Background: an optimization exercise with open tools, aiming at small area, a short achievable clock period and few clock cycles. Do not read the settings as production practice. Function was not checked in any run shown here: the RTL went through the layout flow alone. Power and IR drop assume default switching activity.

==> design/flow/design.v <==
`default_nettype none
package pfti_pkg;
    localparam int IndexBits = 31;
    localparam int CountBits = 16;
    localparam int FaceBits  = 30;
    localparam int PaddrBits = 3;
    localparam int PdataBits = 32;
    localparam logic [PaddrBits-1:0] CfgAddrFlip = 3'd0;
    localparam logic FuncHeader = 1'b0;
    localparam logic FuncVertex = 1'b1;
    localparam logic [1:0] HideNone  = 2'd0;
    localparam logic [1:0] HideFirst = 2'd1;
    localparam logic [1:0] HideLast  = 2'd2;
    localparam logic [1:0] HideBoth  = 2'd3;
    localparam int ItemBits = 1 + CountBits + 1 + IndexBits;
    localparam int ResultBits = 3 * IndexBits + FaceBits + 2 + IndexBits;
    localparam logic [1:0] FAN_SINGLE = 2'd0;
    localparam logic [1:0] FAN_FIRST  = 2'd1;
    localparam logic [1:0] FAN_MIDDLE = 2'd2;
    localparam logic [1:0] FAN_LAST   = 2'd3;
    localparam int JobBits = 3 * IndexBits + FaceBits + 2 + IndexBits + CountBits;
endpackage
`default_nettype wire
`default_nettype none
module polygon_fan_triangle_indexer (
    input  wire                                  clk,
    input  wire                                  rst_n,
    input  wire                                  item_valid,
    output logic                                 item_ready,
    input  wire [pfti_pkg::ItemBits-1:0]         item_data,
    output logic                                 result_valid,
    input  wire                                  result_ready,
    output logic [pfti_pkg::ResultBits-1:0]      result_data,
    input  wire                                  psel,
    input  wire                                  penable,
    input  wire                                  pwrite,
    input  wire [pfti_pkg::PaddrBits-1:0]        paddr,
    input  wire [pfti_pkg::PdataBits-1:0]        pwdata,
    output logic [pfti_pkg::PdataBits-1:0]       prdata,
    output logic                                 pready
);
    localparam int IndexBits = pfti_pkg::IndexBits;
    localparam int CountBits = pfti_pkg::CountBits;
    localparam int FaceBits  = pfti_pkg::FaceBits;
    logic flip_reg;
    logic cfg_write;
    assign pready    = 1'b1;
    assign cfg_write = psel && penable && pwrite && (paddr == pfti_pkg::CfgAddrFlip);
    assign prdata    = {31'b0, flip_reg && (paddr == pfti_pkg::CfgAddrFlip)};
    always_ff @(posedge clk or negedge rst_n)
    begin
        if (!rst_n)
            flip_reg <= 1'b0;
        else if (cfg_write)
            flip_reg <= pwdata[0];
    end
    logic                 item_func;
    logic [CountBits-1:0] item_count;
    logic                 item_hole;
    logic [IndexBits-1:0] item_index;
    assign {item_func, item_count, item_hole, item_index} = item_data;
    logic [FaceBits-1:0]  face_reg;
    logic [IndexBits-1:0] edge_reg;
    logic [CountBits-1:0] rem_reg;       
    logic                 live_reg;      
    logic [1:0]           pc_reg;        
    logic                 n3_reg;        
    logic                 fan_reg;       
    logic [IndexBits-1:0] ca_reg;
    logic [IndexBits-1:0] cb_reg;
    logic [IndexBits-1:0] cc_reg;
    logic [1:0]           hide_reg;      
    logic [1:0]           mode_reg;      
    logic                 pend_reg;      
    logic [1:0] pc_skip;     
    logic hold;
    logic take_header;
    logic take_vertex;
    logic emit;
    assign hold = pend_reg && !result_ready;
    assign item_ready = !hold || (item_func == pfti_pkg::FuncVertex && !live_reg);
    assign take_header = item_valid && !hold && item_func == pfti_pkg::FuncHeader;
    assign take_vertex = item_valid && !hold && item_func == pfti_pkg::FuncVertex && live_reg;
    assign pc_skip     = (n3_reg || !pc_reg[1]) ? pc_reg : 2'd2;
    assign emit        = take_vertex && pc_reg[1] && fan_reg;
    always_ff @(posedge clk or negedge rst_n)
    begin
        if (!rst_n)
        begin
            face_reg <= '1;
            edge_reg <= '0;
            rem_reg  <= '0;
            pc_reg   <= 2'd0;
            live_reg <= 1'b0;
            pend_reg <= 1'b0;
        end
        else
        begin
            if (take_header)
            begin
                face_reg <= face_reg + FaceBits'(1);
                edge_reg <= edge_reg + IndexBits'(rem_reg) + IndexBits'(pc_skip);
                rem_reg  <= item_count;
                pc_reg   <= 2'd0;
                live_reg <= (item_count != '0);
            end
            else if (take_vertex)
            begin
                live_reg <= (rem_reg != CountBits'(1));
                rem_reg  <= rem_reg - CountBits'(1);
                if (pc_reg != 2'd3)
                    pc_reg <= pc_reg + 2'd1;
                if (pc_reg[1] && !n3_reg)
                    edge_reg <= edge_reg + IndexBits'(1);
            end
            if (!hold)
                pend_reg <= emit;
        end
    end
    always_ff @(posedge clk)
    begin
        if (take_header)
        begin
            n3_reg   <= (item_count == CountBits'(3));
            fan_reg  <= (item_count >= CountBits'(3)) && !item_hole;
        end
        if (take_vertex)
        begin
            ca_reg    <= ca_next;
            cb_reg    <= cb_next;
            cc_reg    <= cc_next;
            hide_reg  <= hide_next;
            mode_reg  <= mode_next;
        end
    end
    logic [1:0] hide_next;
    logic [1:0] mode_next;
    logic [IndexBits-1:0] o, v, o_new, u_new;
    logic [IndexBits-1:0] ca_next, cb_next, cc_next;
    always_comb
    begin
        if (n3_reg)
            hide_next = pfti_pkg::HideNone;
        else if (pc_reg == 2'd2)
            hide_next = pfti_pkg::HideFirst;
        else if (rem_reg == CountBits'(1))
            hide_next = pfti_pkg::HideLast;
        else
            hide_next = pfti_pkg::HideBoth;
        if (!flip_reg)
            mode_next = 2'd0;
        else if (hide_next == pfti_pkg::HideFirst)
            mode_next = 2'd2;
        else if (hide_next == pfti_pkg::HideLast)
            mode_next = 2'd3;
        else
            mode_next = 2'd1;
        case (mode_reg)
            2'd0:    begin o = ca_reg; v = cb_reg; end
            2'd1:    begin o = ca_reg; v = cc_reg; end
            2'd2:    begin o = cc_reg; v = cb_reg; end
            default: begin o = cb_reg; v = ca_reg; end
        endcase
        o_new = (pc_reg == 2'd0) ? item_index : o;
        u_new = v;
        case (mode_next)
            2'd0:    begin ca_next = o_new;      cb_next = item_index; cc_next = u_new;      end
            2'd1:    begin ca_next = o_new;      cb_next = u_new;      cc_next = item_index; end
            2'd2:    begin ca_next = u_new;      cb_next = item_index; cc_next = o_new;      end
            default: begin ca_next = item_index; cb_next = o_new;      cc_next = u_new;      end
        endcase
    end
    assign result_valid = pend_reg;
    assign result_data  = {ca_reg, cb_reg, cc_reg, face_reg, hide_reg, edge_reg};
endmodule
`default_nettype wire
==> design/flow/run.sh <==
#!/bin/bash
# synth_recipe.tcl (not shown) runs the flow's synth.tcl, then flattens the netlist and writes it again
# the make line also repeats each setting of config.mk as NAME=value (left out here)
make -C /OpenROAD-flow-scripts/flow DESIGN_CONFIG=/design/flow/config.mk WORK_HOME=/design/flow/orfs CLKGATE_MAP_FILE= SYNTH_SCRIPT=/design/flow/synth_recipe.tcl finish
==> design/flow/config.mk <==
export PLATFORM = sky130hd
export DESIGN_NAME = polygon_fan_triangle_indexer
export DESIGN_NICKNAME = polygon_fan_triangle_indexer
export VERILOG_FILES = /design/flow/design.v
export SDC_FILE = /design/flow/constraint.sdc
export NUM_CORES = 4
export LEC_CHECK = 0
export CAP_MARGIN = 20
export CORE_MARGIN = 2
export CORE_UTILIZATION = 50
export SETUP_SLACK_MARGIN = 1.2
export SLEW_MARGIN = 20
==> design/flow/constraint.sdc <==
create_clock -name core_clock -period 4.0 [get_ports {clk}]
set_input_delay 0.8000 -clock core_clock [delete_from_list [all_inputs] [get_ports {clk}]]
set_output_delay 0.8000 -clock core_clock [all_outputs]
set_load 0.01 [all_outputs]
==> impl_metrics.tcl, run 1 <==
set metrics [dict create \
    status "finished clean" \
    worstReg2RegStart "rem_reg[3]$_DFFE_PN0P_" \
    power_leakage_nw 6.337 \
    cp_max_fo 21 \
    switching_share_pct 40.61 \
    synthDistinctLibCells 62 \
    startpoint_type "flop" \
    setup_violations 0 \
    firstDrtPassIters 5 \
    pwr-share-clk_pct 20.5 \
    cp_top_family "simple AND/OR/NAND/NOR gates" \
    nNetsFinal 1698 \
    maxCapViolCount 0 \
    yosysWarnings 1 \
    synth_area_leaders "edfxtp_1 25%, dfrtp_1 11%, dfstp_2 6.5%" \
    finalHoldViolCount 0 \
    dieWidth_um 159.5 \
    tightestPinTransition_ps 833.5 \
    crit_cells 11 \
    cts_buffers 17 \
    worstPathRequired_ps 4190 \
    ys_ff_latch 181 \
    fin_crit_ps 3332 \
    clk_pin_slew_ps 80 \
    path_buf_inv 3 \
    seq_power_share_pct 31.8 \
    tns_ps 0 \
    dp_cells 1816 \
    cts_hold_buf 0 \
    clock-skew-final_ps 23.56 \
    maxSlewHeadroom_pct 44.44 \
    crit_path_end_kind "flop" \
    worst_slack_ps 668.0 \
    post-dp-hpwl_um 22270 \
    track_usage_pct 27.90 \
    drc 0 \
    drv_slew 0 \
    place_ws_ps 284.2 \
    grt_overflow 0 \
    cts_tree "done" \
    syn_inst 1351 \
    finish.instance_area_um2 16370 \
    core_area_um2 23610 \
    dieArea_um2 25430 \
    ys_top_cells_by_count "159 x nand2_1, 151 x a21oi_1, 115 x o21ai_0" \
    drive_gt1_share_pct 16.32 \
    p_int_mw 4.982 \
    vias_per_cell 5.872 \
    reg2reg_depth 11 \
    r2r_slack_ps 670 \
    synth_area_leader_cell "edfxtp_1" \
    pwr_density_cell_nw_per_um2 512.6 \
    path_cells "or4_4, or4b_4, nor3b_4, a21oi_2, ha_4, nand2b_4, inv_2, ha_4, buf_4, buf_16, o21ai_0" \
    critPathLaunch "rem_reg[3]$_DFFE_PN0P_" \
    cts_root_buffer "clkbuf_16" \
    num_vias 11130 \
    min_path_type "input pin to asynchronous set/reset pin" \
    cts_buffer_depth 2 \
    total_power_mw 8.389 \
    max_freq_ghz 0.3001 \
    htree_levels 4 \
    syn2layout_area_growth_pct 35.45 \
    portBuffers 218 \
    timing.rr.end "cb_reg[29]$_DFFE_PP_" \
    netlist.area_leader.share_pct 24.60 \
    cp_common_cell "ha_4" \
    ant_nets 0 \
    final_cell_count_no_fill 1895 \
    power_frac_comb_pct 47.7 \
    initial_core_util_pct 51.17 \
    grt_pass1_wl_um 56790 \
    synth_area_um2 12080 \
    antenna_found_initial 1 \
    row_count 56 \
    async_reset_ff_share_pct 45.30 \
    post-synth-top-count-cell "nand2_1" \
    endpoint "cb_reg[29]$_DFFE_PP_" \
    die_h_um 159.5 \
    grt_pass1_vias 10350 \
    cp.arrival_ps 3520 \
    avgSynthCellArea_um2 8.944 \
    num_io_pins 282 \
    drt-total-wl_um 36890 \
    irDropWorstVdd_v 0.0004264 \
    finalCritPeriodShare_pct 83.30 \
    path_class "flop to flop" \
    switchingPower_mw 3.407 \
    routabilityCongestion 0.9259 \
    clkLatencyLatePin_ps 450 \
    drt-initial-drc-count 906 \
    rsz0062_at_grt "true" \
    dpl-instance-area_um2 14810 \
    synth_edf_count 99 \
    critical-path-max-stage-delay_ps 550 \
    grt_max_degree 76 \
    synth-seq-area-share_pct 41.90 \
    ys.flop_type "edfxtp_1" \
    post_drt_wl_per_cell_um 19.47 \
    clock_sinks 181 \
    slowest_stage "or4_4" \
]
==> power by group through the flow <==
| stage | combinational, mW | sequential, mW | clock [mW] |
|---|---|---|---|
| after global placement | 3.38 | 2.70 | 0 |
| after CTS | 3.72 | 2.66 | 1.74 |
| final | 4.00 | 2.67 | 1.72 |
| after floorplan | 2.43 | 2.70 | 0 |
| after global routing | 4.36 | 2.71 | 1.82 |
| after detailed placement | 3.42 | 2.70 | 0 |
==> layout by cell type, fill, tap and decap left out, types with 30 or more instances in the layout <==
cell type | synthesis | layout
conb_1 | 2 | 32
dfrtp_1 | 52 | 46
nand2_1 | 159 | 155
mux2i_1 | 69 | 69
a221oi_2 | 0 | 31
o21ai_0 | 115 | 107
nor2_1 | 101 | 100
ha_1 | 42 | 35
inv_1 | 54 | 50
a21oi_1 | 151 | 145
a22oi_1 | 64 | 39
buf_4 | 32 | 42
edfxtp_1 | 99 | 99
dfstp_2 | 30 | 30
xnor2_1 | 41 | 40
clkdlybuf4s50_1 | 0 | 214
==> layout make-up <==
| type | instances | area (um^2) |
|---|---|---|
| multi-input combinational | 1018 | 6957 |
| antenna | 1 | 2.502 |
| inverter | 54 | 209.0 |
| clock buffer | 17 | 425.4 |
| sequential | 181 | 5070 |
| timing repair buffer | 290 | 3129 |
| tap | 319 | 399.1 |
| clock inverter | 15 | 173.9 |
| fill | 1908 | 7247 |
==> per-layer routing <==
layer / wire [um] / share of wire, % / track usage [%] / up-vias
li1: - / - / - / 5310
met5: 0 / 0 / 0 / -
met2: 18280 / 50 / 48.16 / 440
met4: 907 / 2.5 / 7.645 / 0
met1: 15000 / 41 / 35.68 / 5317
met3: 2699 / 7.3 / 5.731 / 60
==> repair_timing <==
| item | 4_1_cts | 5_1_grt |
|---|---|---|
| setup buffers | 20 | 12 |
| pin swaps | 15 | 29 |
| setup endpoints to repair | 116 | 114 |
| cloned | 10 | 4 |
| resized for setup | 46 | 56 |
==> worst min path at each step <==
stage	from	to	slack, ps	depth (start not counted)
after global placement	fan_reg$_DFFE_PP_	pend_reg$_DFFE_PN0N_	450	2
final	rst_n	rem_reg[3]$_DFFE_PN0P_	430	1
after global routing	rst_n	rem_reg[3]$_DFFE_PN0P_	480	1
after CTS	rst_n	rem_reg[3]$_DFFE_PN0P_	460	1
after floorplan	fan_reg$_DFFE_PP_	pend_reg$_DFFE_PN0N_	450	2
after detailed placement	fan_reg$_DFFE_PP_	pend_reg$_DFFE_PN0N_	470	2
==> stage by stage <==
stage,hold slack [ps],util (%)
5_1_grt,483.9,69.30
6_report,431.2,69.31
3_5_place_dp,469.5,62.71
3_3_place_gp,453.1,62.71
2_1_floorplan,448.6,-
4_1_cts,461.2,67.71
==> kinds of logic (layout without fill, tap and decap cells) <==
kind of cell | Yosys count | after routing | synth area share, %
AO/OA/AOI/OAI | 422 | 422 | 21.09
AND/OR/NAND/NOR | 389 | 392 | 15.24
buffers and inverters | 185 | 376 | 6.917
flip-flops | 181 | 181 | 41.90
multiplexers | 70 | 70 | 5.809
XOR/XNOR | 57 | 57 | 4.132
adder cells (fa/ha/maj) | 45 | 45 | 4.846
other | 2 | 33 | 0.06215
==> run 2: changes to the inputs <==
--- a/design/flow/config.mk
+++ b/design/flow/config.mk
@@ -9,4 +9,3 @@
 export CORE_MARGIN = 2
-export CORE_UTILIZATION = 50
-export SETUP_SLACK_MARGIN = 1.2
+export CORE_UTILIZATION = 40
 export SLEW_MARGIN = 20
==> run 2 against run 1 <==
Against the previous run: sequential cell count did not move; critical path depth did not move; area after synthesis did not move; clock-buffer cell count rose by 1; sequential power barely moved; cell count rose by 1.3%; synthesized cell count did not move; clock skew rose by 1.8 ps; maximum frequency fell by 12%; critical path type unchanged; critical endpoint is now ca_reg[11]$_DFFE_PP_.
==> impl_metrics.tcl, run 2 <==
set metrics [dict create \
    status "finished clean" \
    power_leakage_nw 5.865 \
    switchingPower_mw 3.067 \
    synth_area_um2 12080 \
    synth_area_leader_cell "edfxtp_1" \
    cp_max_fo 27 \
    netlist.area_leader.share_pct 24.60 \
    die_h_um 177.8 \
    pwr-share-clk_pct 21.3 \
    nNetsFinal 1653 \
    final_common_cell "clkdlybuf4s50_1" \
    htree_levels 4 \
    cts_root_buffer "clkbuf_16" \
    pwr_density_cell_nw_per_um2 506.0 \
    cts_buffer_depth 2 \
    grt_max_degree 94 \
    final_cell_count_no_fill 1920 \
    antenna_cells 0 \
    cts_resized 0 \
    register_area_um2 5062 \
    syn_inst 1351 \
    finalCritPeriodShare_pct 94.53 \
    ys_top_cells_by_count "159 x nand2_1, 151 x a21oi_1, 115 x o21ai_0" \
    startpoint_type "flop" \
    cts_buffers 17 \
    track_usage_pct 21.72 \
    dieWidth_um 177.8 \
    irDropWorstVdd_v 0.0003509 \
    routabilityCongestion 0.8844 \
    cts_tree "done" \
    yosysWarnings 1 \
    tns_ps 0 \
    ys_ff_latch 181 \
    async_reset_ff_share_pct 45.30 \
    syn2layout_area_growth_pct 25.58 \
    power_frac_comb_pct 44.0 \
    finalHoldViolCount 0 \
    synth_edf_count 99 \
    grt_overflow 0 \
    fin_crit_ps 3781 \
    postCtsSetupBuffers 0 \
    dp_cells 1888 \
    row_count 63 \
    clock_sinks 181 \
    rsz0062_at_grt "false" \
    seq_power_share_pct 34.7 \
    maxSlewHeadroom_pct 49.25 \
    portBuffers 218 \
    antenna_found_initial 0 \
    num_io_pins 282 \
    post_drt_wl_per_cell_um 17.97 \
    r2r_slack_ps 220 \
    multi_input_area_um2 6334 \
    grt_pass1_wl_um 54720 \
    setup_violations 0 \
    max_freq_ghz 0.2645 \
    grt_pass1_vias 10100 \
    p_int_mw 4.610 \
    ant_nets 0 \
    synth_area_leaders "edfxtp_1 25%, dfrtp_1 11%, dfstp_2 6.5%" \
    worstReg2RegStart "rem_reg[4]$_DFFE_PN0P_" \
    clk_pin_slew_ps 90 \
    clkLatencyLatePin_ps 430 \
    tightestPinTransition_ps 761.3 \
    maxCapViolCount 0 \
    num_vias 10760 \
    firstDrtPassIters 5 \
    drt-total-wl_um 34510 \
    drv_slew 0 \
    synthDistinctLibCells 62 \
    switching_share_pct 39.95 \
    whs_ps 405.5 \
    timing.rr.end "ca_reg[11]$_DFFE_PP_" \
    avgSynthCellArea_um2 8.944 \
    min_path_type "input pin to asynchronous set/reset pin" \
    vias_per_cell 5.604 \
    ys.flop_type "edfxtp_1" \
    reg2reg_depth 11 \
    drc 0 \
    worstPathRequired_ps 4170 \
    cp.arrival_ps 3950 \
    drt-initial-drc-count 946 \
    cts_hold_buf 0 \
    core_area_um2 29720 \
    layout_common_cells "217 x clkdlybuf4s50_1, 159 x nand2_1, 151 x a21oi_1" \
    synth-seq-area-share_pct 41.90 \
    initial_core_util_pct 40.66 \
    post-dp-hpwl_um 23660 \
    drive_gt1_share_pct 7.190 \
    clock-skew-final_ps 25.41 \
    post-synth-top-count-cell "nand2_1" \
    fillers 2796 \
    dieArea_um2 31610 \
    crit_path_end_kind "flop" \
    path_class "flop to flop" \
]
-- run 2: metal layers --
layer / wire, um / GRT usage [%] / up-vias
li1: - / - / 5189
met1: 15710 / 30.23 / 5175
met2: 16040 / 34.27 / 362
met3: 2296 / 4.756 / 34
met4: 459 / 5.499 / 0
met5: 0 / 0 / -
-- run 2: cell type report --
type | count | share of cell area [%]
Inverter | 54 | 1.336
Tap cell | 390 | 3.216
Timing Repair Buffer | 248 | 16.70
Clock buffer | 18 | 2.828
Multi-Input combinational cell | 1015 | 41.74
Sequential cell | 181 | 33.36
Clock inverter | 14 | 0.8164
-- run 2: metrics by stage --
step	power [mW]	cell area, um^2	worst slack [ps]	utilization, %
final	7.677	15170	218.7	51.06
after detailed placement	6.037	14610	221.7	49.16
after global placement	5.995	14610	241.1	49.16
after global routing	8.223	15170	13.42	51.06
after CTS	7.700	15160	190.9	51.03
after floorplan	4.870	12200	202.4	-
-- run 2: power by group through the flow --
stage | Combinational (mW) | Sequential, mW | Clock (mW)
final | 3.38 | 2.67 | 1.63
after detailed placement | 3.35 | 2.69 | 0
after CTS | 3.36 | 2.66 | 1.67
after floorplan | 2.17 | 2.70 | 0
after global routing | 3.78 | 2.71 | 1.74
after global placement | 3.30 | 2.69 | 0
-- run 2: how the worst max path moves through the flow --
stage / startpoint / endpoint / slack, ps / depth (start not counted)
floorplan: rem_reg[4]$_DFFE_PN0P_ / ca_reg[18]$_DFFE_PP_ / 200 / 16
global placement: rem_reg[4]$_DFFE_PN0P_ / ca_reg[20]$_DFFE_PP_ / 240 / 11
detailed placement: rem_reg[4]$_DFFE_PN0P_ / ca_reg[11]$_DFFE_PP_ / 220 / 11
CTS: rem_reg[4]$_DFFE_PN0P_ / ca_reg[11]$_DFFE_PP_ / 190 / 11
global route: rem_reg[4]$_DFFE_PN0P_ / ca_reg[2]$_DFFE_PP_ / 10 / 11
finish: rem_reg[4]$_DFFE_PN0P_ / ca_reg[11]$_DFFE_PP_ / 220 / 11
-- run 2: worst max-delay path, cell delays in order (launching register included) --
cell	delay, ps
dfrtp_1	380
or4_4	580
or4b_1	540
nor3b_4	250
a21oi_1	120
ha_1	170
nand2b_1	290
ha_2	260
or2_2	340
buf_12	200
a221oi_1	300
a21oi_1	70
-- run 2: cell families (layout without fill, tap and decap cells) --
kind of cell / count (synthesis) / count (layout) / synth area share, %
compound gates: 422 / 422 / 21.09
xor+xnor: 57 / 57 / 4.132
fa+ha+maj: 45 / 45 / 4.846
buf+inv: 185 / 334 / 6.917
flops: 181 / 181 / 41.90
mux: 70 / 70 / 5.809
other cells: 2 / 32 / 0.06215
simple gates: 389 / 389 / 15.24
==> run 3: changes to the inputs <==
--- a/design/flow/design.v
+++ b/design/flow/design.v
@@ -63,3 +63,3 @@
     logic [IndexBits-1:0] edge_reg;
-    logic [CountBits-1:0] rem_reg;       
+    logic [CountBits-1:0] span_reg;
     logic                 live_reg;      
@@ -72,5 +72,5 @@
     logic [1:0]           hide_reg;      
+    logic [1:0]           hn_reg;        
     logic [1:0]           mode_reg;      
     logic                 pend_reg;      
-    logic [1:0] pc_skip;     
     logic hold;
@@ -79,2 +79,5 @@
     logic emit;
+    logic step;              
+    logic live_next;
+    logic last;              
     assign hold = pend_reg && !result_ready;
@@ -83,4 +86,13 @@
     assign take_vertex = item_valid && !hold && item_func == pfti_pkg::FuncVertex && live_reg;
-    assign pc_skip     = (n3_reg || !pc_reg[1]) ? pc_reg : 2'd2;
     assign emit        = take_vertex && pc_reg[1] && fan_reg;
+    assign step        = take_vertex && pc_reg[1] && !n3_reg;
+    assign last        = (span_reg == CountBits'(3));
+    always_comb
+    begin
+        case (pc_reg)
+            2'd0:    live_next = (span_reg > CountBits'(1));
+            2'd1:    live_next = (span_reg > CountBits'(2));
+            default: live_next = !n3_reg && !last;
+        endcase
+    end
     always_ff @(posedge clk or negedge rst_n)
@@ -91,3 +103,3 @@
             edge_reg <= '0;
-            rem_reg  <= '0;
+            span_reg <= '0;
             pc_reg   <= 2'd0;
@@ -101,4 +113,3 @@
                 face_reg <= face_reg + FaceBits'(1);
-                edge_reg <= edge_reg + IndexBits'(rem_reg) + IndexBits'(pc_skip);
-                rem_reg  <= item_count;
+                span_reg <= item_count;
                 pc_reg   <= 2'd0;
@@ -108,9 +119,10 @@
             begin
-                live_reg <= (rem_reg != CountBits'(1));
-                rem_reg  <= rem_reg - CountBits'(1);
+                live_reg <= live_next;
                 if (pc_reg != 2'd3)
                     pc_reg <= pc_reg + 2'd1;
-                if (pc_reg[1] && !n3_reg)
-                    edge_reg <= edge_reg + IndexBits'(1);
+                if (step)
+                    span_reg <= span_reg - CountBits'(1);
             end
+            if (take_header || step)
+                edge_reg <= edge_reg + (take_header ? IndexBits'(span_reg) : IndexBits'(1));
             if (!hold)
@@ -132,2 +144,3 @@
             hide_reg  <= hide_next;
+            hn_reg    <= hn_next;
             mode_reg  <= mode_next;
@@ -136,2 +149,3 @@
     logic [1:0] hide_next;
+    logic [1:0] hn_next;
     logic [1:0] mode_next;
@@ -142,9 +156,10 @@
         if (n3_reg)
-            hide_next = pfti_pkg::HideNone;
-        else if (pc_reg == 2'd2)
-            hide_next = pfti_pkg::HideFirst;
-        else if (rem_reg == CountBits'(1))
-            hide_next = pfti_pkg::HideLast;
+            hn_next = pfti_pkg::HideNone;
+        else if (pc_reg == 2'd1)
+            hn_next = pfti_pkg::HideFirst;
+        else if (span_reg == CountBits'(4))
+            hn_next = pfti_pkg::HideLast;
         else
-            hide_next = pfti_pkg::HideBoth;
+            hn_next = pfti_pkg::HideBoth;
+        hide_next = hn_reg;
         if (!flip_reg)
--- a/design/flow/config.mk
+++ b/design/flow/config.mk
@@ -9,3 +9,4 @@
 export CORE_MARGIN = 2
-export CORE_UTILIZATION = 40
+export CORE_UTILIZATION = 50
+export SETUP_SLACK_MARGIN = 1.6
 export SLEW_MARGIN = 20
==> run 3 against run 2 <==
Against the previous run: clock power is 6% higher; die area is 24% lower; register-to-register slack better by 1200 ps; worst setup slack better by 1200 ps; largest cell class unchanged; highest routed layer is now met5.
==> impl_metrics.tcl, run 3 <==
set metrics [dict create \
    status "finished clean" \
    synthDistinctLibCells 56 \
    grt_max_degree 100 \
    pwr_density_cell_nw_per_um2 508.4 \
    drc 0 \
    grtUsageMet3_pct 4.708 \
    antenna_found_initial 1 \
    synth_area_um2 11470 \
    netlist.area_leader.share_pct 26.44 \
    maxSlewHeadroom_pct 35.79 \
    setup_violations 0 \
    grt_overflow 0 \
    grt_pass1_vias 9685 \
    clkLatencyLatePin_ps 440 \
    path_class "input pin to flop" \
    dp_cells 1716 \
    final_util_pct 68.00 \
    r2r_slack_ps 1460 \
    layout_common_cells "199 x clkdlybuf4s50_1, 159 x nand2_1, 117 x a21oi_1" \
    clk_pin_slew_ps 80 \
    final_common_cell "clkdlybuf4s50_1" \
    syn2layout_area_growth_pct 33.80 \
    worstReg2RegStart "pend_reg$_DFFE_PN0N_" \
    synth_area_leaders "edfxtp_1 26%, dfrtp_1 11%, dfstp_2 6.9%" \
    pwr-share-clk_pct 22.2 \
    yosysWarnings 1 \
    clock-skew-final_ps 15.04 \
    routabilityCongestion 0.9088 \
    vias_per_cell 5.736 \
    firstDrtPassIters 5 \
    switchingPower_mw 2.972 \
    antenna_cells 0 \
    initial_core_util_pct 50.82 \
    num_io_pins 282 \
    synth-seq-area-share_pct 44.66 \
    power_frac_comb_pct 42.6 \
    worstPathRequired_ps 4370 \
    tightestPinTransition_ps 963.2 \
    ys_ff_latch 183 \
    total_power_mw 7.803 \
    startpoint_type "input pin" \
    ys_top_cells_by_count "163 x nand2_1, 126 x a21oi_1, 123 x o21ai_0" \
    top_usage_layer "met2" \
    finalHoldViolCount 0 \
    max_freq_ghz 0.3847 \
    grt_use_met2_pct 42.77 \
    post-synth-top-count-cell "nand2_1" \
    drive_gt1_share_pct 14.64 \
    ant_nets 0 \
    num_vias 10220 \
    dieWidth_um 155.5 \
    async_reset_ff_share_pct 44.81 \
    cts_hold_buf 0 \
    finalCritPeriodShare_pct 64.99 \
    ys.flop_type "edfxtp_1" \
    power_leakage_nw 6.082 \
    drv_slew 0 \
    core_area_um2 22570 \
    post-dp-hpwl_um 19700 \
    rsz0062_at_grt "true" \
    cp_max_fo 7 \
    drt-total-wl_um 31630 \
    final_cell_count_no_fill 1781 \
    drt-initial-drc-count 665 \
    track_usage_pct 25.51 \
    syn_inst 1275 \
    htree_levels 4 \
    fin_crit_ps 2600 \
    crit_path_end_kind "flop" \
    use_met1_pct 33.27 \
    die_h_um 155.5 \
    portBuffers 218 \
    maxCapViolCount 0 \
    cts_buffer_depth 2 \
    seq_power_share_pct 35.3 \
    hold_end "hide_reg[1]$_DFFE_PP_" \
    irDropWorstVdd_v 0.0003553 \
    timing.rr.end "edge_reg[20]$_DFFE_PN0N_" \
    whs_path_depth 0 \
    tns_ps 0 \
    switching_share_pct 38.09 \
    cts_root_buffer "clkbuf_16" \
    avgSynthCellArea_um2 8.997 \
    grt_pass1_wl_um 49650 \
    synth_area_leader_cell "edfxtp_1" \
    hold_start "hn_reg[1]$_SDFFCE_PP0P_" \
    p_int_mw 4.831 \
    cts_tree "done" \
    dieArea_um2 24170 \
    reg2reg_depth 13 \
    clock_sinks 183 \
    post_drt_wl_per_cell_um 17.76 \
    nNetsFinal 1605 \
    cp.arrival_ps 2970 \
    row_count 55 \
    min_path_type "flop to flop" \
    synth_edf_count 101 \
    cts_buffers 17 \
]
run 3: cell types whose count changed in the layout (fill, tap and decap cells not counted), sizes merged, moves of 9 or more:
cell,delta
and2,+13
a21oi,-25
o21ai,+9
clkdlybuf4s50,-18
o22ai,-17
ha,-12
buf,+28
run 3: metrics by stage:
stage	cell area (um^2)	hold WS (ps)	setup WS [ps]
2_1_floorplan	11900	426.4	1073
4_1_cts	15070	464.0	1445
3_5_place_dp	14010	444.9	251.0
3_3_place_gp	14010	447.0	329.6
6_report	15350	461.5	1400
5_1_grt	15350	476.2	1323
run 3: area by class of cell:
cell class | instances | area [um^2]
clock inverters | 15 | 178.9
fillers | 1797 | 7223
inverters | 50 | 207.7
repair inverters | 2 | 20.02
clock buffers | 17 | 425.4
well taps | 285 | 356.6
repair buffers | 273 | 2720
flip-flops and latches | 183 | 5124
multi-input cells | 956 | 6316
run 3: how the worst max path moves through the flow:
stage                  start  slack, ps  depth (start not counted)                       end
2_1_floorplan   result_ready       1070                         13   edge_reg[8]$_DFFE_PN0N_
3_3_place_gp   item_data[48]        330                         12  edge_reg[27]$_DFFE_PN0N_
3_5_place_dp   item_data[48]        250                         12  edge_reg[29]$_DFFE_PN0N_
4_1_cts         result_ready       1450                         13   edge_reg[8]$_DFFE_PN0N_
5_1_grt         result_ready       1320                         13  edge_reg[10]$_DFFE_PN0N_
6_report        result_ready       1400                         14  edge_reg[20]$_DFFE_PN0N_
run 3: routing by layer:
| metal | part of all wire [%] | wire [um] |
|---|---|---|
| met5 | 0.022 | 7 |
| met1 | 42 | 13380 |
| met2 | 49 | 15440 |
| met4 | 2.4 | 749 |
| met3 | 6.5 | 2056 |
run 3: logic make-up (layout without fill, tap and decap cells):
| kind of cell | Yosys count | in the layout | share of synthesized area (%) |
|---|---|---|---|
| other | 2 | 32 | 0.06547 |
| buffers and inverters | 167 | 357 | 6.632 |
| muxes | 64 | 64 | 5.606 |
| and+or+nand+nor | 392 | 393 | 15.42 |
| xor gates and xnor gates | 58 | 58 | 4.428 |
| AOI/OAI and AO/OA | 378 | 378 | 19.74 |
| adders and majority gates | 31 | 31 | 3.447 |
| DFF | 183 | 183 | 44.66 |
run 3: timing repair:
| action | CTS | global route |
|---|---|---|
| buffers inserted | 22 | 8 |
| resized for setup | 68 | 47 |
| pin swaps | 26 | 24 |
| setup endpoints to repair | 143 | 88 |
| cloned | 2 | 1 |
run 3: critical path, cell delays in order:
cell and delay, ps:
buf_6 70, nand2b_4 130, nand3_4 140, clkinv_8 100, nand2_4 60, ha_4 180, fa_2 360, a21oi_4 180
o22ai_4 120, buf_4 160, o21ai_4 200, a31oi_4 130, o2111ai_2 210, xnor2_1 130
run 3: power by group through the flow:
| stage | Sequential (mW) | Clock [mW] | Combinational (mW) |
|---|---|---|---|
| global placement | 2.76 | 0 | 2.92 |
| detailed placement | 2.77 | 0 | 2.96 |
| CTS | 2.74 | 1.76 | 3.16 |
| global route | 2.80 | 1.83 | 3.65 |
| floorplan | 2.81 | 0 | 1.90 |
| finish | 2.75 | 1.73 | 3.32 |
==> run 4: changes to the inputs <==
--- a/design/flow/config.mk
+++ b/design/flow/config.mk
@@ -10,3 +10,3 @@
 export CORE_UTILIZATION = 50
-export SETUP_SLACK_MARGIN = 1.6
+export SETUP_SLACK_MARGIN = 1.0
 export SLEW_MARGIN = 20
==> run 4 against run 3 <==
Against the previous run: clock power hardly changed; worst setup slack worse by 300 ps; sequential power hardly changed; maximum frequency is 10% lower; non-clock buffer count is 27 lower; clock skew is 1.9 ps higher; sequential share of layout area is 1.7 points higher; hold slack worse by 80 ps; area after synthesis stayed put; critical path depth is 10 lower; critical path type is now input pin to output port; critical endpoint is now prdata[0]; largest power group unchanged.
==> impl_metrics.tcl, run 4 <==
set metrics [dict create \
    min_path_type "input pin to asynchronous set/reset pin" \
    fin_crit_ps 2900 \
    netlist.area_leader.share_pct 26.44 \
    clk_pin_slew_ps 80 \
    grt_pass1_wl_um 48310 \
    post_drt_wl_per_cell_um 17.23 \
    irDropWorstVdd_v 0.0003265 \
    avgSynthCellArea_um2 8.997 \
    finalHoldViolCount 0 \
    worstPathRequired_ps 3200 \
    portBuffers 218 \
    syn2layout_area_growth_pct 27.36 \
    synth_edf_count 101 \
    antenna_found_initial 2 \
    synth_area_leader_cell "edfxtp_1" \
    cts_buffer_depth 2 \
    highest_layer "met5" \
    startpoint_type "input pin" \
    route.met3.wl_um 1994 \
    ys_top_cells_by_count "163 x nand2_1, 126 x a21oi_1, 123 x o21ai_0" \
    post-dp-hpwl_um 20040 \
    drv_slew 0 \
    power_leakage_nw 5.743 \
    clkLatencyLatePin_ps 440 \
    synthDistinctLibCells 56 \
    path_class "input pin to output port" \
    wl_met1_um 13160 \
    rsz0062_at_grt "false" \
    yosysWarnings 1 \
    final_common_cell "clkdlybuf4s50_1" \
    ant_nets 0 \
    dieWidth_um 155.5 \
    tightestPinTransition_ps 1010 \
    core_area_um2 22570 \
    tns_ps 0 \
    row_count 55 \
    drc 0 \
    cts_hold_buf 0 \
    synth-seq-area-share_pct 44.66 \
    cts_root_buffer "clkbuf_16" \
    crit_path_end_kind "output port" \
    syn_inst 1275 \
    clock_sinks 183 \
    final_util_pct 64.72 \
    drt-total-wl_um 30200 \
    firstDrtPassIters 5 \
    cts_tree "done" \
    synth_area_um2 11470 \
    drive_gt1_share_pct 8.930 \
    vias_per_cell 5.737 \
    maxSlewHeadroom_pct 32.66 \
    met2RoutedLength_um 14670 \
    pwr_density_cell_nw_per_um2 505.3 \
    nNetsFinal 1576 \
    finalCritPeriodShare_pct 72.51 \
    fillers 1919 \
    cts_buffers 17 \
    ys_ff_latch 183 \
    status "finished clean" \
    post-synth-top-count-cell "nand2_1" \
    ys.flop_type "edfxtp_1" \
    num_io_pins 282 \
    initial_core_util_pct 50.82 \
    synth_area_leaders "edfxtp_1 26%, dfrtp_1 11%, dfstp_2 6.9%" \
    grt_pass1_vias 9403 \
    setup_violations 0 \
    layout_common_cells "213 x clkdlybuf4s50_1, 163 x nand2_1, 124 x a21oi_1" \
    maxCapViolCount 0 \
    track_usage_pct 24.84 \
    drt-initial-drc-count 704 \
    grt_max_degree 83 \
    cp_max_fo 2 \
    worstReg2RegStart "hn_reg[0]$_SDFFCE_PP0P_" \
    die_h_um 155.5 \
    dieArea_um2 24170 \
    grt_overflow 0 \
    max_freq_ghz 0.3448 \
    cp.arrival_ps 2100 \
    htree_levels 4 \
    num_vias 10060 \
    routabilityCongestion 0.8648 \
    async_reset_ff_share_pct 44.81 \
    clock-skew-final_ps 16.92 \
    critPathLaunch "paddr[1]" \
]
-- run 4: cell counts after synthesis --
Identical to the previous run, type by type.
-- run 4: critical path, cell delays in order --
cell	delay [ps]
clkdlybuf4s50_1	410
nor3_2	200
and2_1	150
clkdlybuf4s50_1	540
-- run 4: timing repair --
action                                  4_1_cts  5_1_grt
cloned                                        1        0
pin swaps                                     7       10
gates resized for setup                      10       16
buffers inserted                              3        4
endpoints found under the setup margin       21       54
-- run 4: report_power, final --
group	total [mW]	switching (mW)	internal, mW
logic	2.89	1.61	1.28
clock network	1.76	0.892	0.867
registers	2.73	0.292	2.44
total	7.38	2.80	4.59
-- run 4: final timing paths --
check	end	cells after the start	slack, ps
min reg2reg	hide_reg[1]$_DFFE_PP_	0	460
max	prdata[0]	4	1100
max in group asynchronous	edge_reg[30]$_DFFE_PN0N_	1	3070
max reg2reg	cc_reg[8]$_DFFE_PP_	6	1330
min in group core_clock	hide_reg[1]$_DFFE_PP_	0	460
min	edge_reg[10]$_DFFE_PN0N_	1	380
-- run 4: area by class of cell --
cell class	count	area, um^2	share of cell area (%)
multi-input cells	955	5861	40.12
clock buffers	17	425.4	2.912
diodes	1	2.502	0.01713
clock inverters	15	198.9	1.362
flip-flops and latches	183	5122	35.06
inverters	50	200.2	1.370
well taps	285	356.6	2.441
repair inverters	1	5.005	0.03426
repair buffers	246	2437	16.68
-- run 4: cell families after synthesis --
| logic type | after synthesis | share of synthesized area (%) |
|---|---|---|
| compound gates | 378 | 19.74 |
| xor+xnor | 58 | 4.428 |
| fa+ha+maj | 31 | 3.447 |
| buf+inv | 167 | 6.632 |
| flops | 183 | 44.66 |
| mux | 64 | 5.606 |
| other cells | 2 | 0.06547 |
| simple gates | 392 | 15.42 |
-- run 4: per-layer routing --
layer	GRT usage [%]	up-vias
met4	5.941	2
met2	41.51	368
met3	5.515	33
met1	33.07	4763
li1	-	4891
met5	0	-
-- run 4: through the flow --
step / hold slack [ps] / instance area (um^2) / power (mW) / std cells / setup slack [ps]
after floorplan: 426.4 / 11630 / 4.545 / 1305 / 984.6
after global placement: 441.3 / 13810 / 5.521 / 1712 / 308.8
after detailed placement: 438.4 / 13810 / 5.563 / 1712 / 272.5
after CTS: 459.8 / 14490 / 7.366 / 1748 / 985.0
after global routing: 438.1 / 14610 / 7.864 / 1752 / 1005
final: 381.9 / 14610 / 7.382 / 1753 / 1100
==> run 5: changes to the inputs <==
--- a/design/flow/design.v
+++ b/design/flow/design.v
@@ -81,2 +81,3 @@
     logic live_next;
+    logic [IndexBits-1:0] edge_sum;
     logic last;              
@@ -89,2 +90,4 @@
     assign last        = (span_reg == CountBits'(3));
+    assign edge_sum = edge_reg + ((item_func == pfti_pkg::FuncHeader) ? IndexBits'(span_reg)
+                                                                     : IndexBits'(1));
     always_comb
@@ -126,3 +129,3 @@
             if (take_header || step)
-                edge_reg <= edge_reg + (take_header ? IndexBits'(span_reg) : IndexBits'(1));
+                edge_reg <= edge_sum;
             if (!hold)
==> design/flow/flow/run.sh (new file) <==
#!/bin/bash
# The standard layout, with plain buffers on the ports instead of the delay cell that
# buffer_ports picks by default. The full output of the run goes to standard.log.
set -euo pipefail
export BUFFER_PORTS_ARGS="-buffer_cell sky130_fd_sc_hd__buf_1"
bash standard.sh > standard.log 2>&1
==> design/flow/standard.sh (new file) <==
#!/bin/bash
# synth_recipe.tcl (not shown) runs the flow's synth.tcl, then flattens the netlist and writes it again
# the make line also repeats each setting of config.mk as NAME=value (left out here)
make -C /OpenROAD-flow-scripts/flow DESIGN_CONFIG=/design/flow/config.mk WORK_HOME=/design/flow/orfs CLKGATE_MAP_FILE= SYNTH_SCRIPT=/design/flow/synth_recipe.tcl "${@:-finish}"
removed: design/flow/run.sh
==> run 5 against run 4 <==
Against the previous run: first-iteration DRC count fell by 13%; clock skew fell by 3.9 ps; highest routed layer is now met4; routed wire length fell by 2.7%; largest cell class unchanged; critical path depth rose by 5.
==> impl_metrics.tcl, run 5 <==
set metrics [dict create \
    pwr_density_cell_nw_per_um2 499.8 \
    synth_edf_count 101 \
    synthSimpleGateAreaFrac_pct 15.34 \
    syn2layout_area_growth_pct 14.05 \
    worstReg2RegStart "hn_reg[1]$_SDFFCE_PP0P_" \
    nNetsFinal 1566 \
    antenna_found_initial 0 \
    drc 0 \
    startpoint_type "flop" \
    whs_path_depth 0 \
    path_class "flop to flop" \
    rsz0062_at_grt "false" \
    hold_start "hn_reg[1]$_SDFFCE_PP0P_" \
    drt-initial-drc-count 609 \
    finalCritPeriodShare_pct 70.30 \
    ys.flop_type "edfxtp_1" \
    num_io_pins 282 \
    maxCapViolCount 0 \
    row_count 55 \
    core_area_um2 22710 \
    synth_area_um2 11600 \
    finish.instance_area_um2 13230 \
    worstPathRequired_ps 4160 \
    final_cell_count_no_fill 1742 \
    synth_xor_area_share_pct 5.285 \
    drv_slew 0 \
    drive_gt1_share_pct 7.962 \
    tns_ps 0 \
    dp_cells 1710 \
    dieArea_um2 24430 \
    finalHoldViolCount 0 \
    fin_crit_ps 2812 \
    slowest_stage "or2_2" \
    vias_per_cell 5.598 \
    final_common_cell "buf_1" \
    min_path_type "flop to flop" \
    cts_tree "done" \
    critical-path-max-stage-delay_ps 620 \
    setup_violations 0 \
    die_h_um 156.3 \
    dieWidth_um 156.3 \
    hold_end "hide_reg[1]$_DFFE_PP_" \
    post-dp-hpwl_um 20140 \
    cts_buffer_depth 2 \
    synth_compound_area_share_pct 19.51 \
    total_power_mw 6.613 \
    ant_nets 0 \
    status "finished clean" \
    post-synth-top-count-cell "nand2_1" \
    synth.area.mux_share_pct 5.620 \
    synth_area_leader_cell "edfxtp_1" \
    max_freq_ghz 0.3556 \
    post_drt_wl_per_cell_um 16.87 \
    path_buf_inv 3 \
    grt_pass1_wl_um 46510 \
    r2r_slack_ps 1190 \
    num_vias 9752 \
    clk_pin_slew_ps 70 \
    ys_ff_latch 183 \
    irDropWorstVdd_v 0.0002783 \
    async_reset_ff_share_pct 44.81 \
    grt_overflow 0 \
    netlist.area_leader.share_pct 26.15 \
    synth-seq-area-share_pct 44.16 \
    avgSynthCellArea_um2 9.148 \
    track_usage_pct 23.91 \
    maxSlewHeadroom_pct 42.66 \
    cp.arrival_ps 2970 \
    grt_pass1_vias 9051 \
    yosysWarnings 1 \
    portBuffers 218 \
    firstDrtPassIters 5 \
    clock-skew-final_ps 12.98 \
    syn_inst 1268 \
    synth_top_family_by_area "compound AO/OA/AOI/OAI gates" \
    clock_sinks 183 \
    timing.rr.end "ca_reg[16]$_DFFE_PP_" \
    grt_max_degree 73 \
    initial_core_util_pct 51.08 \
    synthDistinctLibCells 65 \
    synthAdderAreaFrac_pct 3.408 \
    cp_top_family "simple AND/OR/NAND/NOR gates" \
    cp_max_fo 31 \
    tightestPinTransition_ps 860.0 \
    antenna_cells 0 \
    routabilityCongestion 0.8464 \
    synth_area_leaders "edfxtp_1 26%, dfrtp_1 11%, dfstp_2 6.8%" \
    path_cells "inv_1, ha_1, nand2b_1, buf_4, inv_1, ha_2, or2_2, a221oi_1, a21oi_1" \
    dpl-instance-area_um2 12620 \
    clkLatencyLatePin_ps 440 \
    crit_path_end_kind "flop" \
    drt-total-wl_um 29390 \
    layout_common_cells "216 x buf_1, 159 x nand2_1, 119 x a21oi_1" \
    htree_levels 4 \
    cts_root_buffer "clkbuf_16" \
    power_leakage_nw 5.202 \
    reg2reg_depth 9 \
    cp_common_cell "inv_1" \
    cts_buffers 17 \
    ys_top_cells_by_count "159 x nand2_1, 119 x a21oi_1, 114 x o21ai_0" \
]
-- run 5: worst max-delay path by stage --
| stage | slack [ps] | startpoint | cells after the start | endpoint |
|---|---|---|---|---|
| global placement | 660 | item_data[48] | 9 | edge_reg[15]$_DFFE_PN0N_ |
| detailed placement | 630 | item_data[48] | 9 | edge_reg[15]$_DFFE_PN0N_ |
| finish | 1190 | hn_reg[1]$_SDFFCE_PP0P_ | 9 | ca_reg[16]$_DFFE_PP_ |
| floorplan | 1020 | result_ready | 3 | ca_reg[0]$_DFFE_PP_ |
| CTS | 1070 | item_data[48] | 9 | edge_reg[15]$_DFFE_PN0N_ |
| global route | 1020 | item_data[48] | 11 | edge_reg[14]$_DFFE_PN0N_ |
-- run 5: worst reg2reg max path, cell delays in order, from the launching register on --
cell and delay [ps]:
edfxtp_1 380, inv_1 70, ha_1 120, nand2b_1 110
buf_4 340, inv_1 170, ha_2 220, or2_2 620
a221oi_1 440, a21oi_1 80
-- run 5: metal layers --
metal  global-route usage (%)  part of all wire (%)
met4                    6.903                   1.1
met3                    5.179                   6.5
met1                    32.42                    45
met5                        0                     0
met2                    38.70                    47
-- run 5: timing repair --
action,CTS,global route
gates resized for setup,0,1
endpoints found under the setup margin,0,19
buffers inserted,0,0
hold buffers,0,0
-- run 5: logic make-up (layout without fill, tap and decap cells) --
family | after synthesis | in the layout
compound gates | 373 | 373
xor+xnor | 70 | 70
fa+ha+maj | 31 | 31
other cells | 2 | 32
buf+inv | 168 | 327
flops | 183 | 183
simple gates | 376 | 376
mux | 65 | 65
-- run 5: layout make-up --
class                      count  area [um^2]
fill                        2093         9479
clock inverter                12        115.1
inverter                      53        202.7
timing repair buffer         242         1091
clock buffer                  20        489.2
sequential                   183         5122
multi-input combinational    947         5853
tap                          285        356.6
-- run 5: stage by stage --
stage               worst slack [ps]  hold WS, ps  util (%)
global placement               661.3        433.2     55.59
CTS                             1074        454.1     58.25
detailed placement             625.7        444.9     55.59
finish                          1188        457.0     58.26
floorplan                       1017        426.4         -
global route                    1022        471.1     58.26
-- run 5: where the power goes --
group | total [mW] | internal [mW] | switching [mW] | leakage, nW
logic | 2.28 | 0.863 | 1.42 | 2.99
registers | 2.60 | 2.35 | 0.241 | 1.90
clock network | 1.74 | 0.922 | 0.816 | 0.304
total | 6.61 | 4.14 | 2.47 | 5.20
==> run 6: changes to the inputs <==
--- a/design/flow/config.mk
+++ b/design/flow/config.mk
@@ -10,3 +10,3 @@
 export CORE_UTILIZATION = 50
-export SETUP_SLACK_MARGIN = 1.0
+export SETUP_SLACK_MARGIN = 1.7
 export SLEW_MARGIN = 20
==> run 6 against run 5 <==
Against the previous run: still clean on timing, DRC and antenna; maximum frequency is 13% higher; global-route usage rose by 1.4 points; hold slack gained 3.9 ps; non-clock buffer count rose by 24; core utilization grew 3.4 points; register-to-register slack gained 400 ps; power is 6.2% higher; area after synthesis unchanged; worst setup slack improved by 330 ps; routed wire length increased by 8.0%; design area increased by 5.9%; critical path type is now input pin to flop; critical endpoint is now edge_reg[28]$_DFFE_PN0N_.
==> impl_metrics.tcl, run 6 <==
set metrics [dict create \
    drv_slew 0 \
    cp_max_fo 8 \
    hold_start "hn_reg[1]$_SDFFCE_PP0P_" \
    initial_core_util_pct 51.08 \
    worstReg2RegStart "span_reg[0]$_DFFE_PN0P_" \
    final_util_pct 61.70 \
    cp.arrival_ps 2840 \
    synth_edf_count 101 \
    pwr_density_cell_nw_per_um2 501.3 \
    power_leakage_nw 5.443 \
    ant_nets 0 \
    ys_top_cells_by_count "159 x nand2_1, 119 x a21oi_1, 114 x o21ai_0" \
    whs_path_depth 0 \
    portBuffers 218 \
    core_area_um2 22710 \
    num_io_pins 282 \
    final_common_cell "buf_1" \
    clock-skew-final_ps 17.74 \
    clock_sinks 183 \
    post-synth-top-count-cell "nand2_1" \
    maxCapViolCount 0 \
    row_count 55 \
    drive_gt1_share_pct 14.84 \
    startpoint_type "input pin" \
    clk_pin_slew_ps 80 \
    post-dp-hpwl_um 20040 \
    post_drt_wl_per_cell_um 17.95 \
    cts_buffers 17 \
    yosysWarnings 1 \
    num_vias 10040 \
    max_freq_ghz 0.4027 \
    htree_levels 4 \
    syn_inst 1268 \
    tns_ps 0 \
    dieArea_um2 24430 \
    netlist.area_leader.share_pct 26.15 \
    syn2layout_area_growth_pct 20.78 \
    grt_max_degree 69 \
    ys.flop_type "edfxtp_1" \
    status "finished clean" \
    rsz0062_at_grt "true" \
    setup_violations 0 \
    grt_pass1_vias 9243 \
    fin_crit_ps 2483 \
    fillers 2013 \
    async_reset_ff_share_pct 44.81 \
    reg2reg_depth 10 \
    layout_common_cells "215 x buf_1, 157 x nand2_1, 112 x a21oi_1" \
    crit_path_end_kind "flop" \
    die_h_um 156.3 \
    grt_pass1_wl_um 48810 \
    ys_ff_latch 183 \
    total_power_mw 7.023 \
    drt-total-wl_um 31730 \
    synth_area_leader_cell "edfxtp_1" \
    vias_per_cell 5.676 \
    synth_area_um2 11600 \
    worstPathRequired_ps 4360 \
    clkLatencyLatePin_ps 450 \
    path_class "input pin to flop" \
    avgSynthCellArea_um2 9.148 \
    dpl-instance-area_um2 12880 \
    synth_area_leaders "edfxtp_1 26%, dfrtp_1 11%, dfstp_2 6.8%" \
    synthDistinctLibCells 65 \
    routabilityCongestion 0.8992 \
    min_path_type "flop to flop" \
    finish.instance_area_um2 14010 \
    dieWidth_um 156.3 \
    timing.rr.end "edge_reg[28]$_DFFE_PN0N_" \
    drt-initial-drc-count 732 \
    track_usage_pct 25.26 \
    grt_overflow 0 \
    finalHoldViolCount 0 \
    cts_root_buffer "clkbuf_16" \
    cts_buffer_depth 2 \
    cts_hold_buf 0 \
    antenna_found_initial 1 \
    cts_tree "done" \
    maxSlewHeadroom_pct 40.63 \
    firstDrtPassIters 5 \
    drc 0 \
    nNetsFinal 1591 \
    hold_end "hide_reg[1]$_DFFE_PP_" \
    finalCritPeriodShare_pct 62.09 \
    synth-seq-area-share_pct 44.16 \
    tightestPinTransition_ps 890.6 \
    r2r_slack_ps 1590 \
    irDropWorstVdd_v 0.0003582 \
]
[run 6: kinds of logic (layout without fill, tap and decap cells)]
family	Yosys count	count (layout)	share of synthesized area [%]
simple gates	376	377	15.34
fa+ha+maj	31	31	3.408
xor+xnor	70	70	5.285
buf+inv	168	351	6.612
other cells	2	33	0.06474
mux	65	65	5.620
flops	183	183	44.16
compound gates	373	373	19.51
[run 6: timing repair]
| action | CTS | global route |
|---|---|---|
| cloned | 1 | 0 |
| endpoints found under the hold margin | 0 | 0 |
| setup buffers | 14 | 16 |
| gates resized for setup | 25 | 23 |
| endpoints found under the setup margin | 179 | 129 |
| pin swaps | 25 | 31 |
[run 6: routing by layer]
layer / share of wire (%) / vias up / GRT usage, %
li1: - / 4888 / -
met1: 45 / 4786 / 35.89
met2: 46 / 323 / 39.29
met3: 7.0 / 39 / 5.456
met4: 1.7 / 0 / 6.640
met5: 0 / - / 0
[run 6: through the flow]
step / setup WS [ps] / hold WS [ps] / std cells
after floorplan: 1017 / 426.4 / 1298
after global placement: 655.9 / 432.9 / 1704
after detailed placement: 607.5 / 435.5 / 1704
after CTS: 1523 / 460.2 / 1751
after global routing: 1473 / 473.3 / 1768
final: 1517 / 460.9 / 1768
[run 6: power breakdown]
| group | switching [mW] | internal [mW] | total [mW] | leakage (nW) |
|---|---|---|---|---|
| sequential | 0.249 | 2.35 | 2.60 | 1.90 |
| clock | 0.867 | 0.839 | 1.71 | 0.286 |
| combinational | 1.62 | 1.09 | 2.71 | 3.26 |
[run 6: area by class of cell]
cell class                 instances  area [um^2]  area share (%)
timing repair buffer             266         1346           9.609
multi-input combinational        948         6390           45.61
antenna                            1        2.502         0.01786
clock buffer                      17        425.4           3.036
clock inverter                    15        153.9           1.098
sequential                       183         5126           36.59
inverter                          53        210.2           1.500
tap                              285        356.6           2.545
[run 6: worst max-delay path, stage by stage]
cell and delay, ps:
buf_12 110, buf_12 120, buf_4 130, nor2b_1 180
ha_1 320, a21o_1 200, o21a_1 180, a311o_1 280
a31o_4 270, nand4_1 120, xnor2_1 130
[run 6: worst max-delay path by stage]
stage                              from                        to  slack [ps]
after floorplan            result_ready       ca_reg[0]$_DFFE_PP_        1020
after global placement    item_data[48]  edge_reg[27]$_DFFE_PN0N_         660
after detailed placement  item_data[48]  edge_reg[28]$_DFFE_PN0N_         610
after CTS                 item_data[48]  edge_reg[28]$_DFFE_PN0N_        1520
after global routing      item_data[48]  edge_reg[14]$_DFFE_PN0N_        1470
final                     item_data[48]  edge_reg[28]$_DFFE_PN0N_        1520
==> run 7: changes to the inputs <==
--- a/design/flow/design.v
+++ b/design/flow/design.v
@@ -90,4 +90,4 @@
     assign last        = (span_reg == CountBits'(3));
-    assign edge_sum = edge_reg + ((item_func == pfti_pkg::FuncHeader) ? IndexBits'(span_reg)
-                                                                     : IndexBits'(1));
+    assign edge_sum = (item_func == pfti_pkg::FuncHeader) ? edge_reg + IndexBits'(span_reg)
+                                                          : edge_reg + IndexBits'(1);
     always_comb
@@ -154,3 +154,2 @@
     logic [1:0] mode_next;
-    logic [IndexBits-1:0] o, v, o_new, u_new;
     logic [IndexBits-1:0] ca_next, cb_next, cc_next;
@@ -175,16 +174,56 @@
             mode_next = 2'd1;
-        case (mode_reg)
-            2'd0:    begin o = ca_reg; v = cb_reg; end
-            2'd1:    begin o = ca_reg; v = cc_reg; end
-            2'd2:    begin o = cc_reg; v = cb_reg; end
-            default: begin o = cb_reg; v = ca_reg; end
+        ca_next = ({IndexBits{sa_reg[0]}} & ca_reg) | ({IndexBits{sa_reg[1]}} & cb_reg)
+                | ({IndexBits{sa_reg[2]}} & cc_reg) | ({IndexBits{sa_reg[3]}} & item_index);
+        cb_next = ({IndexBits{sb_reg[0]}} & ca_reg) | ({IndexBits{sb_reg[1]}} & cb_reg)
+                | ({IndexBits{sb_reg[2]}} & cc_reg) | ({IndexBits{sb_reg[3]}} & item_index);
+        cc_next = ({IndexBits{sc_reg[0]}} & ca_reg) | ({IndexBits{sc_reg[1]}} & cb_reg)
+                | ({IndexBits{sc_reg[2]}} & cc_reg) | ({IndexBits{sc_reg[3]}} & item_index);
+    end
+    localparam logic [3:0] SrcA = 4'b0001;
+    localparam logic [3:0] SrcB = 4'b0010;
+    localparam logic [3:0] SrcC = 4'b0100;
+    localparam logic [3:0] SrcX = 4'b1000;
+    logic [3:0] sa_reg, sb_reg, sc_reg;
+    logic [1:0] pc_d, mode_d, hn_d, mn_d;
+    logic       flip_d;
+    logic [3:0] o_src, u_src, sa_d, sb_d, sc_d;
+    always_comb
+    begin
+        if (take_header)
+            pc_d = 2'd0;
+        else if (take_vertex && pc_reg != 2'd3)
+            pc_d = pc_reg + 2'd1;
+        else
+            pc_d = pc_reg;
+        mode_d = take_vertex ? mode_next : mode_reg;
+        hn_d   = take_vertex ? hn_next : hn_reg;
+        flip_d = cfg_write ? pwdata[0] : flip_reg;
+        if (!flip_d)
+            mn_d = 2'd0;
+        else if (hn_d == pfti_pkg::HideFirst)
+            mn_d = 2'd2;
+        else if (hn_d == pfti_pkg::HideLast)
+            mn_d = 2'd3;
+        else
+            mn_d = 2'd1;
+        case (mode_d)
+            2'd0:    begin o_src = SrcA; u_src = SrcB; end
+            2'd1:    begin o_src = SrcA; u_src = SrcC; end
+            2'd2:    begin o_src = SrcC; u_src = SrcB; end
+            default: begin o_src = SrcB; u_src = SrcA; end
         endcase
-        o_new = (pc_reg == 2'd0) ? item_index : o;
-        u_new = v;
-        case (mode_next)
-            2'd0:    begin ca_next = o_new;      cb_next = item_index; cc_next = u_new;      end
-            2'd1:    begin ca_next = o_new;      cb_next = u_new;      cc_next = item_index; end
-            2'd2:    begin ca_next = u_new;      cb_next = item_index; cc_next = o_new;      end
-            default: begin ca_next = item_index; cb_next = o_new;      cc_next = u_new;      end
+        if (pc_d == 2'd0)
+            o_src = SrcX;
+        case (mn_d)
+            2'd0:    begin sa_d = o_src; sb_d = SrcX;  sc_d = u_src; end
+            2'd1:    begin sa_d = o_src; sb_d = u_src; sc_d = SrcX;  end
+            2'd2:    begin sa_d = u_src; sb_d = SrcX;  sc_d = o_src; end
+            default: begin sa_d = SrcX;  sb_d = o_src; sc_d = u_src; end
         endcase
+    end
+    always_ff @(posedge clk)
+    begin
+        sa_reg <= sa_d;
+        sb_reg <= sb_d;
+        sc_reg <= sc_d;
     end
--- a/design/flow/config.mk
+++ b/design/flow/config.mk
@@ -10,3 +10,3 @@
 export CORE_UTILIZATION = 50
-export SETUP_SLACK_MARGIN = 1.7
+export SETUP_SLACK_MARGIN = 1.0
 export SLEW_MARGIN = 20
==> run 7 against run 6 <==
Against the previous run: critical path depth stayed put; sequential share of layout area is 7.1 points higher; synthesized cell count is 19% lower; first-iteration DRC count is 27% lower; critical endpoint is now edge_reg[22]$_DFFE_PN0P_; largest cell class is now flip-flops and latches.
==> impl_metrics.tcl, run 7 <==
set metrics [dict create \
    status "finished clean" \
    initial_core_util_pct 51.29 \
    yosysWarnings 1 \
    netlist.area_leader.share_pct 27.80 \
    cts_root_buffer "clkbuf_16" \
    synthDistinctLibCells 57 \
    post_drt_wl_per_cell_um 18.23 \
    synth_area_um2 10480 \
    path_class "input pin to flop" \
    whs_path_depth 1 \
    min_path_type "flop to flop" \
    drv_slew 0 \
    max_freq_ghz 0.3495 \
    track_usage_pct 24.86 \
    drive_gt1_share_pct 9.524 \
    finalHoldViolCount 0 \
    crit_path_end_kind "flop" \
    synth_area_leader_cell "edfxtp_1" \
    reg2reg_depth 12 \
    synth-seq-area-share_pct 50.80 \
    tns_ps 0 \
    row_count 52 \
    ys_top_cells_by_count "186 x a22oi_1, 165 x nand2_1, 97 x edfxtp_1" \
    core_area_um2 20430 \
    htree_levels 4 \
    grt_overflow 0 \
    syn2layout_area_growth_pct 16.59 \
    pwr_density_cell_nw_per_um2 600.7 \
    antenna_found_initial 0 \
    worstPathRequired_ps 4350 \
    antenna_cells 0 \
    irDropWorstVdd_v 0.0003275 \
    cts_hold_buf 0 \
    final_common_cell "buf_1" \
    maxCapViolCount 0 \
    portBuffers 218 \
    rsz0062_at_grt "true" \
    finalCritPeriodShare_pct 71.54 \
    avgSynthCellArea_um2 10.26 \
    post-synth-top-count-cell "a22oi_1" \
    drc 0 \
    cp_max_fo 17 \
    num_io_pins 282 \
    cts_tree "done" \
    syn_inst 1021 \
    synth_area_leaders "edfxtp_1 28%, a22oi_1 13%, dfrtp_1 12%" \
    cts_buffers 17 \
    routabilityCongestion 0.8631 \
    post-dp-hpwl_um 18200 \
    ant_nets 0 \
    startpoint_type "input pin" \
    ys.flop_type "edfxtp_1" \
    die_h_um 148.8 \
    ys_ff_latch 195 \
    dieArea_um2 22130 \
    clock_sinks 195 \
    clock-skew-final_ps 11.93 \
    grt_max_degree 62 \
    setup_violations 0 \
    tightestPinTransition_ps 869.3 \
    grt_pass1_wl_um 43480 \
    async_reset_ff_share_pct 42.05 \
    power_leakage_nw 4.849 \
    vias_per_cell 5.661 \
    synth_edf_count 97 \
    firstDrtPassIters 6 \
    grt_pass1_vias 8061 \
    cp.arrival_ps 3210 \
    total_power_mw 7.338 \
    clk_pin_slew_ps 80 \
    layout_common_cells "217 x buf_1, 186 x a22oi_1, 164 x nand2_1" \
    maxSlewHeadroom_pct 42.05 \
    dieWidth_um 148.8 \
    num_vias 8543 \
    clkLatencyLatePin_ps 430 \
    drt-total-wl_um 27520 \
    cts_buffer_depth 2 \
    nNetsFinal 1350 \
    fin_crit_ps 2861 \
    drt-initial-drc-count 534 \
]
==> run 7: cell count changes after synthesis, sizes merged, moves of 9 or more <==
| cell | delta |
|---|---|
| clkbuf | -21 |
| dfxtp | +16 |
| inv | -33 |
| a221oi | -32 |
| nand4 | +9 |
| mux2i | -61 |
| a22oi | +124 |
| a21oi | -89 |
| buf | -14 |
| o21ai | -90 |
| o22ai | +9 |
| nor2 | -60 |
==> run 7: area by class of cell <==
class | count | area [um^2]
clock buffers | 22 | 539.3
clock inverters | 10 | 92.59
fillers | 1851 | 8214
inverters | 20 | 78.83
multi-input cells | 756 | 4847
flip-flops and latches | 195 | 5334
well taps | 270 | 337.8
repair buffers | 236 | 985.9
==> run 7: metal layers <==
| metal | vias up | GRT usage, % | wire [um] | part of all wire (%) |
|---|---|---|---|---|
| met3 | 27 | 3.853 | 1929 | 7.0 |
| met2 | 308 | 38.91 | 12840 | 47 |
| met4 | 0 | 7.476 | 465 | 1.7 |
| met5 | - | 0 | 0 | 0 |
| met1 | 4075 | 35.96 | 12280 | 45 |
| li1 | 4133 | - | - | - |
==> run 7: where the power goes <==
| group | internal [mW] | switching, mW |
|---|---|---|
| combinational | 0.926 | 1.25 |
| sequential | 2.64 | 0.717 |
| clock | 1.01 | 0.793 |
==> run 7: repair_timing <==
action | CTS | global route
cloned | 0 | 0
setup buffers | 2 | 2
pin swaps | 2 | 3
gates resized for setup | 9 | 10
endpoints found under the setup margin | 10 | 16
==> run 7: through the flow <==
| step | util (%) | instances | setup WS [ps] | cell area, um^2 | hold slack, ps |
|---|---|---|---|---|---|
| finish | 59.79 | 1509 | 1139 | 12220 | 473.6 |
| global route | 59.79 | 1509 | 996.5 | 12220 | 498.0 |
| floorplan | - | 1051 | 933.4 | 10620 | 430.0 |
| detailed placement | 56.21 | 1473 | 658.9 | 11480 | 462.9 |
| CTS | 59.58 | 1507 | 1017 | 12170 | 475.7 |
| global placement | 56.21 | 1473 | 660.6 | 11480 | 458.0 |
==> run 7: final timing paths <==
kind                                                from                       end  slack, ps
worst max-delay path                       item_data[48]  edge_reg[22]$_DFFE_PN0P_       1140
worst min-delay path            edge_reg[30]$_DFFE_PN0P_  edge_reg[30]$_DFFE_PN0P_        470
worst max register to register   span_reg[4]$_DFFE_PN0P_         sc_reg[2]$_DFF_P_       1150
worst min register to register  edge_reg[30]$_DFFE_PN0P_  edge_reg[30]$_DFFE_PN0P_        470
max in group asynchronous                          rst_n  face_reg[29]$_DFFE_PN1P_       2620
min in group asynchronous                          rst_n  edge_reg[24]$_DFFE_PN0P_        480
==> run 7: cells by family after synthesis <==
| logic type | count (synthesis) | share of synthesized area, % |
|---|---|---|
| other | 2 | 0.07168 |
| flip-flops | 195 | 50.80 |
| XOR/XNOR | 71 | 5.935 |
| adder cells (fa/ha/maj) | 33 | 4.012 |
| AND/OR/NAND/NOR | 326 | 14.60 |
| buffers and inverters | 100 | 4.765 |
| multiplexers | 6 | 0.6090 |
| AO/OA/AOI/OAI | 288 | 19.20 |
==> run 7: critical path, stage by stage <==
cell and delay (ps):
buf_1 140, buf_6 180, nor2b_1 220, ha_1 360, and3_1 190, a221o_1 350, a21o_1 200, nor3_1 330
nor2_1 180, nand4_1 140, xnor2_1 120

port drivers added, routing unchanged:
In the flow no input, the clock included, has a driving cell. The finished layouts below were timed again as built, in two steps. Step 1 sets driving cells, clkbuf_16 on the clock port and buf_2 on the other inputs (assumed; they add their load-dependent delay and slew). Step 2 adds t to the input delays and takes it off the output delays; t is the mean of the earliest and latest rising clock arrival at the registers after step 1. Input paths then give back, and output paths get back, about the clock's delay inside the block. Three values: ideal, step 1, step 2; two values: the first two.
| run | t (ns) | setup slack, ns | worst slew at a driven data input, ns | pins driven straight from the clock port |
|---|---|---|---|---|
| run 1 | 0.490 | 0.668 / 0.668 / 0.653 | 0.09 | 1 |
| run 2 | 0.468 | 0.219 / 0.219 / 0.219 | 0.06 | 1 |
| run 3 | 0.474 | 1.400 / 1.376 / 0.903 | 0.09 | 1 |
| run 4 | 0.480 | 1.100 / 1.078 / 0.835 | 0.06 | 1 |
| run 5 | 0.474 | 1.188 / 1.188 / 0.753 | 0.07 | 1 |
| run 6 | 0.483 | 1.517 / 1.511 / 1.027 | 0.07 | 1 |
| run 7 | 0.476 | 1.139 / 1.155 / 0.682 | 0.06 | 1 |
After both steps setup and hold are still met in every run listed. The setup slack of run 3, which loses most, moves by -0.024 ns with the drivers and by -0.497 ns with both steps.
